This is an optimization exercise on Yosys and OpenROAD, whose aim is small area, a short achievable clock period and few clock cycles per item, not a production implementation. Where RTL was checked, it was by simulation tests only, not by an equivalence proof against the original.

== quartz ==
Design sparcPipe, start of the top module:
module sparcPipe (
    input  wire logic                Clk,
    input  wire logic                rstN,
    input  wire logic                instValid,
    input  wire sparcPkg::instWord_t instIn,
    input  wire sparcPkg::dataWord_t operandA,
    input  wire sparcPkg::dataWord_t operandB,
    input  wire logic                resCredit,
    output logic                     instCredit,
    output logic                     resValid,
    output sparcPkg::result_t        resOut
);
==> module sparcAlu, before the edit <==
module sparcAlu (
    input  wire logic [31:0] p,
    input  wire logic [31:0] g,
    input  wire logic        arith,
    input  wire logic        sub,
    input  wire logic        useCarry,
    input  wire logic        shift,
    input  wire logic        sll,
    input  wire logic        sra,
    input  wire logic        carryIn,
    output logic [31:0]      y,
    output logic [3:0]       flags             
);
    logic        cin;
    logic [31:0] gp [0:5];                     
    logic [31:0] pp [0:5];                     
    logic        cout;
    logic [31:0] sum;
    logic [31:0] sOut;
    logic [31:0] sRes;
    logic        z;
    logic        v;
    logic        c;
    assign cin = sub ^ (useCarry && carryIn);
    always_comb begin
        gp[0] = {g[31:1], g[0] | (p[0] & cin)};
        pp[0] = p;
        for (int l = 0; l < 5; l++) begin
            for (int i = 0; i < 32; i++) begin
                if (i >= (1 << l)) begin
                    gp[l+1][i] = gp[l][i] | (pp[l][i] & gp[l][i - (1 << l)]);
                    pp[l+1][i] = pp[l][i] & pp[l][i - (1 << l)];
                end else begin
                    gp[l+1][i] = gp[l][i];
                    pp[l+1][i] = pp[l][i];
                end
            end
        end
    end
    assign cout = gp[5][31];
    assign sum  = p ^ {gp[5][30:0], cin};
    assign z = ((p ^ {(p[30:0] | g[30:0]), cin}) == 32'd0);
    assign sOut = 32'({{32{sra && p[31]}}, p} >> g[4:0]);
    always_comb begin
        for (int i = 0; i < 32; i++) sRes[i] = sll ? sOut[31 - i] : sOut[i];
    end
    assign y = shift ? sRes : sum;
    assign v = arith && !p[31] && (g[31] != sum[31]);
    assign c = arith && (cout ^ sub);          
    assign flags = {sum[31], z, v, c};
endmodule
==> module instQueue, before the edit <==
module instQueue (
    input  wire logic        Clk,
    input  wire logic        rstN,
    input  wire logic        instValid,
    input  wire logic [31:0] instIn,
    input  wire logic [31:0] operandA,
    input  wire logic [31:0] operandB,
    input  wire logic        take,         
    output logic             slotValid,
    output logic [31:0]      p,
    output logic [31:0]      g,
    output logic             arith,
    output logic             sub,
    output logic             useCarry,
    output logic             setsCc,
    output logic             shift,
    output logic             sll,
    output logic             sra,
    output logic [4:0]       memCtrl
);
    logic        dArith, dLogic, dShift, dPassB, dInvB, dUseCarry, dSetsCc;
    logic [1:0]  dSel;
    logic [4:0]  dMem;
    logic [31:0] aM;
    logic [31:0] bx;
    logic [31:0] pa;
    logic [31:0] ga;
    logic [31:0] aRev;
    logic        selP;
    logic        selG;
    logic        keepG;
    logic [31:0] pIn;
    logic [31:0] gIn;
    decodeStage u_decode (
        .inst(instIn), .arith(dArith), .logicOp(dLogic), .shift(dShift), .passB(dPassB),
        .invB(dInvB), .useCarry(dUseCarry), .sel(dSel), .setsCc(dSetsCc), .memCtrl(dMem)
    );
    assign aM = dPassB ? '0 : operandA;
    assign bx = (dShift ? '0 : operandB) ^ {32{dInvB}};
    assign pa = aM ^ bx;
    assign ga = aM & bx;
    always_comb begin
        for (int i = 0; i < 32; i++) aRev[i] = operandA[31 - i];
    end
    assign selP   = !dLogic || dSel[1];               
    assign selG   = dLogic && dSel[0] && !dSel[1] || dLogic && (dSel == 2'b10);
    assign keepG  = !dLogic && !dShift;
    assign pIn    = (dShift && dSel == 2'b01) ? aRev : ((pa & {32{selP}}) | (ga & {32{selG}}));
    assign gIn    = {ga[31:5] & {27{keepG}}, dShift ? operandB[4:0] : (ga[4:0] & {5{keepG}})};
    always_ff @(posedge Clk) begin
        if (instValid) begin
            p        <= pIn;
            g        <= gIn;
            arith    <= dArith;
            sub      <= dArith && dInvB;
            useCarry <= dUseCarry;
            setsCc   <= dSetsCc;
            shift    <= dShift;
            sll      <= dShift && (dSel == 2'b01);
            sra      <= dShift && (dSel == 2'b11);
            memCtrl  <= dMem;
        end
    end
    always_ff @(posedge Clk or negedge rstN) begin
        if (!rstN) begin
            slotValid <= 1'b0;
        end else if (instValid || take) begin
            slotValid <= instValid;
        end
    end
endmodule
==> module executeStage, before the edit <==
module executeStage (
    input  wire logic        Clk,
    input  wire logic        rstN,
    input  wire logic        take,
    input  wire logic [31:0] p,
    input  wire logic [31:0] g,
    input  wire logic        arith,
    input  wire logic        sub,
    input  wire logic        useCarry,
    input  wire logic        setsCc,
    input  wire logic        shift,
    input  wire logic        sll,
    input  wire logic        sra,
    input  wire logic [4:0]  memCtrl,
    output logic [40:0]      resOut
);
    logic [31:0] y;
    logic [3:0]  flags;
    logic [3:0]  iccReg;
    logic [3:0]  iccNext;
    sparcAlu u_alu (
        .p, .g, .arith, .sub, .useCarry, .shift, .sll, .sra,
        .carryIn(iccReg[0]), .y, .flags
    );
    assign iccNext = setsCc ? flags : iccReg;
    always_ff @(posedge Clk or negedge rstN) begin
        if (!rstN) begin
            iccReg <= 4'd0;
        end else if (take) begin
            iccReg <= iccNext;
        end
    end
    always_ff @(posedge Clk) begin
        if (take) resOut <= {y, iccNext, memCtrl};
    end
endmodule
==> module sparcPipe, before the edit <==
module sparcPipe (
    input  wire logic                Clk,
    input  wire logic                rstN,
    input  wire logic                instValid,
    input  wire sparcPkg::instWord_t instIn,
    input  wire sparcPkg::dataWord_t operandA,
    input  wire sparcPkg::dataWord_t operandB,
    input  wire logic                resCredit,
    output logic                     instCredit,
    output logic                     resValid,
    output sparcPkg::result_t        resOut
);
    logic                 slotValid;
    logic [31:0]          p, g;
    logic                 arith, sub, useCarry, setsCc, shift, sll, sra;
    logic [4:0]           memCtrl;
    logic                 resFull;
    logic                 take;
    sparcPkg::creditCnt_t creditCnt;    
    logic [2:0]           ahead;        
    logic [1:0]           owed;         
    logic                 resFullNext;
    sparcPkg::creditCnt_t creditNext;
    logic [2:0]           aheadNext;
    logic [1:0]           owedNext;
    instQueue u_queue (
        .Clk, .rstN, .instValid, .instIn, .operandA, .operandB, .take,
        .slotValid, .p, .g, .arith, .sub, .useCarry, .setsCc, .shift, .sll, .sra, .memCtrl
    );
    executeStage u_execute (
        .Clk, .rstN, .take, .p, .g, .arith, .sub, .useCarry, .setsCc, .shift, .sll, .sra,
        .memCtrl, .resOut
    );
    assign take        = slotValid && (!resFull || resValid);
    assign resFullNext = take || (resFull && !resValid);
    assign creditNext  = creditCnt - sparcPkg::creditCnt_t'(resValid)
                         + sparcPkg::creditCnt_t'(resCredit);
    assign aheadNext   = ahead + 3'(instCredit) - 3'(resValid);
    assign owedNext    = owed + 2'(instValid) - 2'(instCredit);
    always_ff @(posedge Clk or negedge rstN) begin
        if (!rstN) begin
            resFull    <= 1'b0;
            creditCnt  <= sparcPkg::OutCredits;
            ahead      <= 3'd0;
            owed       <= 2'd0;
            resValid   <= 1'b0;
            instCredit <= 1'b0;
        end else begin
            resFull    <= resFullNext;
            creditCnt  <= creditNext;
            ahead      <= aheadNext;
            owed       <= owedNext;
            resValid   <= resFullNext && (creditNext != '0);
            instCredit <= (owedNext != 2'd0) && ({1'b0, aheadNext} < {1'b0, creditNext});
        end
    end
endmodule
clock: 5.5 ns
lec_check: 0
abc_area: 1
cap_margin: 20
core_margin: 2
core_utilization: 45
setup_slack_margin: 2.6
slew_margin: 20
standard.sh (not shown) runs the stock make flow with config.mk's settings and CLKGATE_MAP_FILE= SYNTH_SCRIPT=/design/flow/synth_recipe.tcl, a recipe that flattens the netlist after the stock synthesis.
==> flow/flow/run.sh <==
#!/bin/bash
# The standard layout (standard.sh), with the port buffers made buf_2 cells instead of the
# default choice. Every port is still buffered. The make output goes to standard_flow.log;
# each ORFS step keeps its own log under orfs/logs/.
set -euo pipefail
export BUFFER_PORTS_ARGS="-buffer_cell sky130_fd_sc_hd__buf_2"
bash standard.sh > standard_flow.log 2>&1
Testbench counts of quartz, summed over its fixed seeds: cycles 3,216, items 3,200.
> inputs changed (quartz -> zinc)
--- a/flow/design.v
+++ b/flow/design.v
@@ -64,4 +64,5 @@
     input  wire logic [31:0] p,
     input  wire logic [31:0] g,
+    input  wire logic [4:0]  shamt,
     input  wire logic        arith,
     input  wire logic        sub,
@@ -75,6 +76,6 @@
 );
     logic        cin;
-    logic [31:0] gp [0:5];                     
-    logic [31:0] pp [0:5];                     
+    logic [31:0] gp [0:6];                     
+    logic [31:0] pp [0:6];                     
     logic        cout;
     logic [31:0] sum;
@@ -88,7 +89,16 @@
         gp[0] = {g[31:1], g[0] | (p[0] & cin)};
         pp[0] = p;
-        for (int l = 0; l < 5; l++) begin
+        for (int i = 0; i < 32; i++) begin
+            if (i % 2 == 1) begin
+                gp[1][i] = gp[0][i] | (pp[0][i] & gp[0][i - 1]);
+                pp[1][i] = pp[0][i] & pp[0][i - 1];
+            end else begin
+                gp[1][i] = gp[0][i];
+                pp[1][i] = pp[0][i];
+            end
+        end
+        for (int l = 1; l < 5; l++) begin
             for (int i = 0; i < 32; i++) begin
-                if (i >= (1 << l)) begin
+                if (i % 2 == 1 && i >= (1 << l)) begin
                     gp[l+1][i] = gp[l][i] | (pp[l][i] & gp[l][i - (1 << l)]);
                     pp[l+1][i] = pp[l][i] & pp[l][i - (1 << l)];
@@ -99,9 +109,18 @@
             end
         end
+        for (int i = 0; i < 32; i++) begin
+            if (i % 2 == 0 && i >= 2) begin
+                gp[6][i] = gp[5][i] | (pp[5][i] & gp[5][i - 1]);
+                pp[6][i] = pp[5][i] & pp[5][i - 1];
+            end else begin
+                gp[6][i] = gp[5][i];
+                pp[6][i] = pp[5][i];
+            end
+        end
     end
-    assign cout = gp[5][31];
-    assign sum  = p ^ {gp[5][30:0], cin};
+    assign cout = gp[6][31];
+    assign sum  = p ^ {gp[6][30:0], cin};
     assign z = ((p ^ {(p[30:0] | g[30:0]), cin}) == 32'd0);
-    assign sOut = 32'({{32{sra && p[31]}}, p} >> g[4:0]);
+    assign sOut = 32'({{32{sra && p[31]}}, p} >> shamt);
     always_comb begin
         for (int i = 0; i < 32; i++) sRes[i] = sll ? sOut[31 - i] : sOut[i];
@@ -126,4 +145,5 @@
     output logic [31:0]      p,
     output logic [31:0]      g,
+    output logic [4:0]       shamt,
     output logic             arith,
     output logic             sub,
@@ -163,9 +183,10 @@
     assign keepG  = !dLogic && !dShift;
     assign pIn    = (dShift && dSel == 2'b01) ? aRev : ((pa & {32{selP}}) | (ga & {32{selG}}));
-    assign gIn    = {ga[31:5] & {27{keepG}}, dShift ? operandB[4:0] : (ga[4:0] & {5{keepG}})};
+    assign gIn    = ga & {32{keepG}};
     always_ff @(posedge Clk) begin
         if (instValid) begin
             p        <= pIn;
             g        <= gIn;
+            shamt    <= operandB[4:0];
             arith    <= dArith;
             sub      <= dArith && dInvB;
@@ -245,4 +266,5 @@
     input  wire logic [31:0] p,
     input  wire logic [31:0] g,
+    input  wire logic [4:0]  shamt,
     input  wire logic        arith,
     input  wire logic        sub,
@@ -260,5 +282,5 @@
     logic [3:0]  iccNext;
     sparcAlu u_alu (
-        .p, .g, .arith, .sub, .useCarry, .shift, .sll, .sra,
+        .p, .g, .shamt, .arith, .sub, .useCarry, .shift, .sll, .sra,
         .carryIn(iccReg[0]), .y, .flags
     );
@@ -292,4 +314,5 @@
     logic                 slotValid;
     logic [31:0]          p, g;
+    logic [4:0]           shamt;
     logic                 arith, sub, useCarry, setsCc, shift, sll, sra;
     logic [4:0]           memCtrl;
@@ -305,8 +328,8 @@
     instQueue u_queue (
         .Clk, .rstN, .instValid, .instIn, .operandA, .operandB, .take,
-        .slotValid, .p, .g, .arith, .sub, .useCarry, .setsCc, .shift, .sll, .sra, .memCtrl
+        .slotValid, .p, .g, .shamt, .arith, .sub, .useCarry, .setsCc, .shift, .sll, .sra, .memCtrl
     );
     executeStage u_execute (
-        .Clk, .rstN, .take, .p, .g, .arith, .sub, .useCarry, .setsCc, .shift, .sll, .sra,
+        .Clk, .rstN, .take, .p, .g, .shamt, .arith, .sub, .useCarry, .setsCc, .shift, .sll, .sra,
         .memCtrl, .resOut
     );
--- outcome ---
- Having completed the whole flow, zinc delivered a layout that passed the timing, DRC and antenna checks.
- Summary of zinc over quartz: minimum setup slack in the final design shrank by 0.37 ns; data required time at the worst endpoint grew by 0.04 ns; total routed wirelength lost about 12%.
- Run comparison: zinc cell with the largest stage delay on the worst path sky130_fd_sc_hd__dfrtp_1; quartz cell with the largest stage delay on the worst path sky130_fd_sc_hd__a21oi_1
- Taking quartz as the reference, in zinc instance count of the mapped netlist -14%, routed length per instance -about 1.7%, critical path depth +9.
The RTL of zinc was laid out without a check of its function.

==> what the ideal ports hide <==
In the flow no input, the clock included, has a driving cell. The finished layouts below were timed again as built, in two steps. Step 1, drivers: a clkbuf_16 drives Clk and a buf_2 each remaining input, both assumed. Step 2 adds t to the input delays and takes it off the output delays; t is the mean of the earliest and latest rising clock arrival at the registers after step 1. Input paths then give back, and output paths get back, about the clock's delay inside the block. Slacks: no drivers / after step 1 / after step 2; pairs: no drivers / after step 1.
run	shift t [ns]	setup WS [ns]	hold WS [ns]	cell pins on the clock port's net
quartz	0.459	2.704 / 2.704 / 2.286	0.425 / 0.425 / 0.425	1
zinc	0.467	2.337 / 2.337 / 2.288	0.420 / 0.420 / 0.420	1
After both steps every run listed still meets setup and hold. For quartz, which loses most, drivers alone change the setup slack by 0.000 ns; drivers and shift together by -0.418 ns.
